This design comes from an exercise in tuning for small area on the open sky130 flow, not from production work.
The RTL was checked by simulation tests, not by an equivalence proof against the original design.

==> module calc_entry_fsm, before the edit <==
module calc_entry_fsm (
    input  logic        clk,
    input  logic        rst_n,
    input  logic [3:0]  key_val,
    input  logic        key_pressed,
    output logic [26:0] disp_mag,
    output logic        disp_neg,
    output logic        err,
    output logic        busy
);
    localparam logic [2:0] S_A = 3'd0, S_B = 3'd1, S_SHOW = 3'd2, S_ERR = 3'd3;
    localparam logic [1:0] OP_ADD = 2'd0, OP_SUB = 2'd1, OP_MUL = 2'd2, OP_DIV = 2'd3;
    localparam logic [26:0] MAX_MAG = 27'd99_999_999;
    logic [2:0]  st, st_nx;
    logic        a_s, a_s_nx;        
    logic [26:0] a_m, a_m_nx;        
    logic [13:0] b, b_nx;
    logic        r_s, r_s_nx;        
    logic [26:0] r_m, r_m_nx;        
    logic [26:0] p, p_nx;            
    logic        ovf, ovf_nx;        
    logic [1:0]  op, op_nx;
    logic        bseen, bseen_nx;
    logic [4:0]  dcnt, dcnt_nx;
    logic       is_digit, is_op, is_eq, is_clr;
    logic [1:0] key_op;
    always_comb begin
        is_digit = key_pressed && (key_val <= 4'd9);
        is_clr   = key_pressed && (key_val == 4'd11);
        is_eq    = key_pressed && (key_val == 4'd15);
        is_op    = key_pressed && (key_val == 4'd10 || key_val == 4'd12 ||
                                   key_val == 4'd13 || key_val == 4'd14);
        key_op   = {key_val[1], key_val[0] | ~key_val[2]};
    end
    logic [9:0]  dx;
    logic [13:0] dy;
    logic        a_small, b_small, b_nz, b_one;
    always_comb begin
        dx      = (st == S_B) ? b[9:0] : (st == S_A) ? a_m[9:0] : 10'd0;
        dy      = {dx, 3'b000} + {3'b000, dx, 1'b0} + {10'd0, key_val};
        a_small = (a_m[13:0] < 14'd1000);
        b_small = (b < 14'd1000);
        b_nz    = (b != 14'd0);
        b_one   = (b == 14'd1);
    end
    logic        dmode, eff_sub, ge, invx, invy, cin;
    logic [26:0] pg;
    logic [30:0] r0, r1, r2, r3, r4, u2;
    logic        u2_ovf, p_big, dge;
    always_comb begin
        dmode   = (st == S_B) && is_digit;
        eff_sub = (op == OP_SUB) ^ a_s;
        ge      = (a_m >= {13'd0, b});
        invx    = ~st[2] & eff_sub & ~ge;
        invy    = st[2] | (eff_sub & ge);
        cin     = ~dmode & (invx | invy);
        pg      = st[2] ? 27'd0 : p;
        r0      = {1'b0, pg, 3'b000};
        r1      = {3'b000, pg, cin};
        r2      = (dmode && key_val[3]) ? {1'b0, a_m, 3'b000} :
                  (dmode && key_val[2]) ? {2'b00, a_m, 2'b00} : 31'd0;
        r3      = dmode ? (key_val[1] ? {3'b000, a_m, 1'b0} : 31'd0)
                        : {{17{invx | invy}}, b ^ {14{invy}}};
        r4      = (dmode && !key_val[0]) ? 31'd0
                                         : {4'b0000, a_m[26:14], a_m[13:0] ^ {14{invx & ~dmode}}};
        u2      = r0 + r1 + r2 + r3 + r4;
        u2_ovf  = (u2[30:27] != 4'd0);
        p_big   = (p > MAX_MAG);
        dge     = ~u2[15];
    end
    logic fin;
    always_comb begin
        st_nx    = st;
        a_s_nx   = a_s;
        a_m_nx   = a_m;
        b_nx     = b;
        r_s_nx   = r_s;
        r_m_nx   = r_m;
        p_nx     = '0;
        ovf_nx   = 1'b0;
        op_nx    = op;
        bseen_nx = bseen;
        dcnt_nx  = '0;
        fin      = 1'b0;
        if (is_clr) begin
            st_nx  = S_A;
            a_s_nx = 1'b0;
            a_m_nx = '0;
            r_s_nx = 1'b0;
            r_m_nx = '0;
        end else begin
            case (st)
                S_A: begin
                    if (is_digit) begin
                        if (a_small) a_m_nx = {13'd0, dy};
                    end else if (is_op) begin
                        op_nx    = key_op;
                        b_nx     = '0;
                        bseen_nx = 1'b0;
                        st_nx    = S_B;
                    end
                end
                S_B: begin
                    p_nx   = p;
                    ovf_nx = ovf;
                    if (is_digit) begin
                        bseen_nx = 1'b1;
                        if (b_small) begin
                            b_nx = dy;
                            if (op == OP_MUL) begin
                                p_nx   = u2[26:0];
                                ovf_nx = ovf | u2_ovf;
                            end
                        end
                    end else if ((is_op || is_eq) && bseen) begin
                        st_nx    = {1'b1, op == OP_DIV, is_op};
                        op_nx    = key_op;
                        dcnt_nx  = '0;
                        case (op)
                            OP_ADD, OP_SUB: begin
                                p_nx   = u2[26:0];
                                ovf_nx = 1'b0;
                                a_s_nx = a_s ^ invx;
                            end
                            OP_DIV: begin
                                p_nx   = {a_m[25:0], a_m[26] & b_one};
                                ovf_nx = 1'b0;
                                a_m_nx = {25'd0, a_m[26] & ~b_one, a_m[25]};
                            end
                            default: ;
                        endcase
                    end else if (is_op) begin
                        op_nx = key_op;
                    end
                end
                default: begin   
                    ovf_nx = ovf;
                    fin    = 1'b1;
                    if (st[1]) begin
                        fin = 1'b0;
                        if (!b_nz) begin
                            st_nx = S_ERR;
                        end else if (dcnt == 5'd26) begin
                            fin = 1'b1;
                        end else begin
                            dcnt_nx = dcnt + 5'd1;
                            p_nx    = {p[25:0], dge};
                            a_m_nx  = {12'd0, dge ? u2[13:0] : a_m[13:0], p[25]};
                        end
                    end
                    if (fin) begin
                        if (ovf || p_big) begin
                            st_nx  = S_ERR;
                            r_s_nx = 1'b0;
                            r_m_nx = '0;
                        end else begin
                            r_s_nx = a_s;
                            r_m_nx = p;
                            a_m_nx = p;
                            if (st[0]) begin
                                b_nx     = '0;
                                bseen_nx = 1'b0;
                                st_nx    = S_B;
                            end else begin
                                st_nx = S_SHOW;
                            end
                        end
                    end else if (!b_nz && st[1]) begin
                        r_s_nx = 1'b0;
                        r_m_nx = '0;
                    end
                end
                S_SHOW: begin
                    if (is_digit) begin
                        a_s_nx = 1'b0;
                        a_m_nx = {13'd0, dy};
                        st_nx  = S_A;
                    end else if (is_op) begin
                        op_nx    = key_op;
                        b_nx     = '0;
                        bseen_nx = 1'b0;
                        st_nx    = S_B;
                    end
                end
                S_ERR: ;
            endcase
        end
    end
    always_ff @(posedge clk or negedge rst_n) begin
        if (!rst_n) begin
            st  <= S_A;
            a_s <= 1'b0;
            a_m <= '0;
            r_s <= 1'b0;
            r_m <= '0;
        end else begin
            st  <= st_nx;
            a_s <= a_s_nx;
            a_m <= a_m_nx;
            r_s <= r_s_nx;
            r_m <= r_m_nx;
        end
    end
    always_ff @(posedge clk) begin
        b     <= b_nx;
        p     <= p_nx;
        ovf   <= ovf_nx;
        op    <= op_nx;
        bseen <= bseen_nx;
        dcnt  <= dcnt_nx;
    end
    logic        d_s;
    always_comb begin
        if (st == S_A || (st == S_B && !b_nz)) begin
            d_s      = a_s;
            disp_mag = a_m;
        end else if (st == S_B) begin
            d_s      = 1'b0;
            disp_mag = {13'd0, b};
        end else begin
            d_s      = r_s;
            disp_mag = r_m;
        end
        disp_neg = d_s & (disp_mag != 27'd0);
        err      = (st == S_ERR);
        busy     = st[2];
    end
endmodule
Settings: LEC_CHECK=0, CAP_MARGIN=20, CORE_MARGIN=2, CORE_UTILIZATION=40, SLEW_MARGIN=20; clock period 10.0 ns.
run.sh (not shown) runs the stock make flow with config.mk's settings and CLKGATE_MAP_FILE= SYNTH_SCRIPT=/design/flow/synth_recipe.tcl, a recipe that flattens the netlist after the stock synthesis.
The first run passed the timing, design-rule and antenna checks.
Then changed:
--- a/flow/design.v
+++ b/flow/design.v
@@ -10,8 +10,9 @@
 );
     localparam logic [2:0] S_A = 3'd0, S_B = 3'd1, S_SHOW = 3'd2, S_ERR = 3'd3;
     localparam logic [1:0] OP_ADD = 2'd0, OP_SUB = 2'd1, OP_MUL = 2'd2, OP_DIV = 2'd3;
     localparam logic [26:0] MAX_MAG = 27'd99_999_999;
+    localparam logic [4:0]  LFSR_START = 5'b00001, LFSR_END = 5'b10101;
     logic [2:0]  st, st_nx;
     logic        a_s, a_s_nx;        
     logic [26:0] a_m, a_m_nx;        
     logic [13:0] b, b_nx;
@@ -20,9 +21,8 @@
     logic [26:0] p, p_nx;            
     logic        ovf, ovf_nx;        
     logic [1:0]  op, op_nx;
     logic        bseen, bseen_nx;
-    logic [4:0]  dcnt, dcnt_nx;
     logic       is_digit, is_op, is_eq, is_clr;
     logic [1:0] key_op;
     always_comb begin
         is_digit = key_pressed && (key_val <= 4'd9);
@@ -42,28 +42,31 @@
         b_small = (b < 14'd1000);
         b_nz    = (b != 14'd0);
         b_one   = (b == 14'd1);
     end
-    logic        dmode, eff_sub, ge, invx, invy, cin;
+    logic        dmode, divb, eff_sub, ge, invx, invy, cin, sel2m, sely, zero4;
     logic [26:0] pg;
     logic [30:0] r0, r1, r2, r3, r4, u2;
     logic        u2_ovf, p_big, dge;
     always_comb begin
         dmode   = (st == S_B) && is_digit;
+        divb    = (st == S_B) && !is_digit && (op == OP_DIV);
         eff_sub = (op == OP_SUB) ^ a_s;
         ge      = (a_m >= {13'd0, b});
-        invx    = ~st[2] & eff_sub & ~ge;
-        invy    = st[2] | (eff_sub & ge);
-        cin     = ~dmode & (invx | invy);
+        invx    = (st == S_B) & ~dmode & ~divb & eff_sub & ~ge;
+        invy    = st[2] ? ~a_m[15] : (eff_sub & ge);
+        cin     = dmode ? 1'b0 : divb ? (a_m[26] & b_one) : (invx | invy);
+        sel2m   = dmode ? key_val[1] : divb;
+        sely    = ~dmode & ~divb;
+        zero4   = dmode ? ~key_val[0] : divb;
         pg      = st[2] ? 27'd0 : p;
         r0      = {1'b0, pg, 3'b000};
         r1      = {3'b000, pg, cin};
         r2      = (dmode && key_val[3]) ? {1'b0, a_m, 3'b000} :
                   (dmode && key_val[2]) ? {2'b00, a_m, 2'b00} : 31'd0;
-        r3      = dmode ? (key_val[1] ? {3'b000, a_m, 1'b0} : 31'd0)
-                        : {{17{invx | invy}}, b ^ {14{invy}}};
-        r4      = (dmode && !key_val[0]) ? 31'd0
-                                         : {4'b0000, a_m[26:14], a_m[13:0] ^ {14{invx & ~dmode}}};
+        r3      = sel2m ? {3'b000, a_m, 1'b0} :
+                  sely  ? {{17{invx | invy}}, b ^ {14{invy}}} : 31'd0;
+        r4      = zero4 ? 31'd0 : {4'b0000, a_m[26:14], a_m[13:0] ^ {14{invx}}};
         u2      = r0 + r1 + r2 + r3 + r4;
         u2_ovf  = (u2[30:27] != 4'd0);
         p_big   = (p > MAX_MAG);
         dge     = ~u2[15];
@@ -79,9 +82,8 @@
         p_nx     = '0;
         ovf_nx   = 1'b0;
         op_nx    = op;
         bseen_nx = bseen;
-        dcnt_nx  = '0;
         fin      = 1'b0;
         if (is_clr) begin
             st_nx  = S_A;
             a_s_nx = 1'b0;
@@ -114,19 +116,18 @@
                         end
                     end else if ((is_op || is_eq) && bseen) begin
                         st_nx    = {1'b1, op == OP_DIV, is_op};
                         op_nx    = key_op;
-                        dcnt_nx  = '0;
                         case (op)
                             OP_ADD, OP_SUB: begin
                                 p_nx   = u2[26:0];
                                 ovf_nx = 1'b0;
                                 a_s_nx = a_s ^ invx;
                             end
                             OP_DIV: begin
-                                p_nx   = {a_m[25:0], a_m[26] & b_one};
+                                p_nx   = u2[26:0];
                                 ovf_nx = 1'b0;
-                                a_m_nx = {25'd0, a_m[26] & ~b_one, a_m[25]};
+                                a_m_nx = {6'd0, LFSR_START, 14'd0, a_m[26] & ~b_one, a_m[25]};
                             end
                             default: ;
                         endcase
                     end else if (is_op) begin
@@ -139,14 +140,13 @@
                     if (st[1]) begin
                         fin = 1'b0;
                         if (!b_nz) begin
                             st_nx = S_ERR;
-                        end else if (dcnt == 5'd26) begin
+                        end else if (a_m[20:16] == LFSR_END) begin
                             fin = 1'b1;
                         end else begin
-                            dcnt_nx = dcnt + 5'd1;
                             p_nx    = {p[25:0], dge};
-                            a_m_nx  = {12'd0, dge ? u2[13:0] : a_m[13:0], p[25]};
+                            a_m_nx  = {6'd0, a_m[19:16], a_m[20] ^ a_m[18], u2[14:0], p[25]};
                         end
                     end
                     if (fin) begin
                         if (ovf || p_big) begin
@@ -206,9 +206,8 @@
         p     <= p_nx;
         ovf   <= ovf_nx;
         op    <= op_nx;
         bseen <= bseen_nx;
-        dcnt  <= dcnt_nx;
     end
     logic        d_s;
     always_comb begin
         if (st == S_A || (st == S_B && !b_nz)) begin
What happened: Final cell count falls slightly. Cell area went down slightly. Wire length stays flat. Via count went down slightly. Non-clock buffer count is unchanged. Hold slack improved by 0.028 ns. Utilization is lower by 0.25 points. Global-route usage rises by 1.3 points. Clock skew barely changes. Area after synthesis is lower slightly. First-iteration DRC count goes down by roughly a tenth. Die area shrinks slightly.

-- what the ideal ports hide --
In the flow no input, the clock included, has a driving cell. The finished layouts below were timed again as built, in two steps. Step 1 assumes that a clkbuf_16 drives the clock port and a buf_2 every other input. Step 2, shift: input delay + t, output delay - t, t = (earliest + latest rising clock arrival at the registers) / 2. This alone moves slack from input paths to output paths. Slacks: no drivers / after step 1 / after step 2; pairs: no drivers / after step 1.
run | shift t [ns] | setup WS [ns] | hold WS [ns] | clock arrival spread, ns | cell pins on the clock port's net
the first run | 0.419 | 1.548 / 1.572 / 1.153 | 0.477 / 0.477 / 0.477 | 0.020 / 0.020 | 1
the second run | 0.419 | 2.157 / 2.186 / 1.767 | 0.505 / 0.505 / 0.505 | 0.020 / 0.021 | 1
After both steps setup and hold are still met in every run listed. For the first run, which loses most, drivers alone change the setup slack by +0.024 ns; drivers and shift together by -0.395 ns.
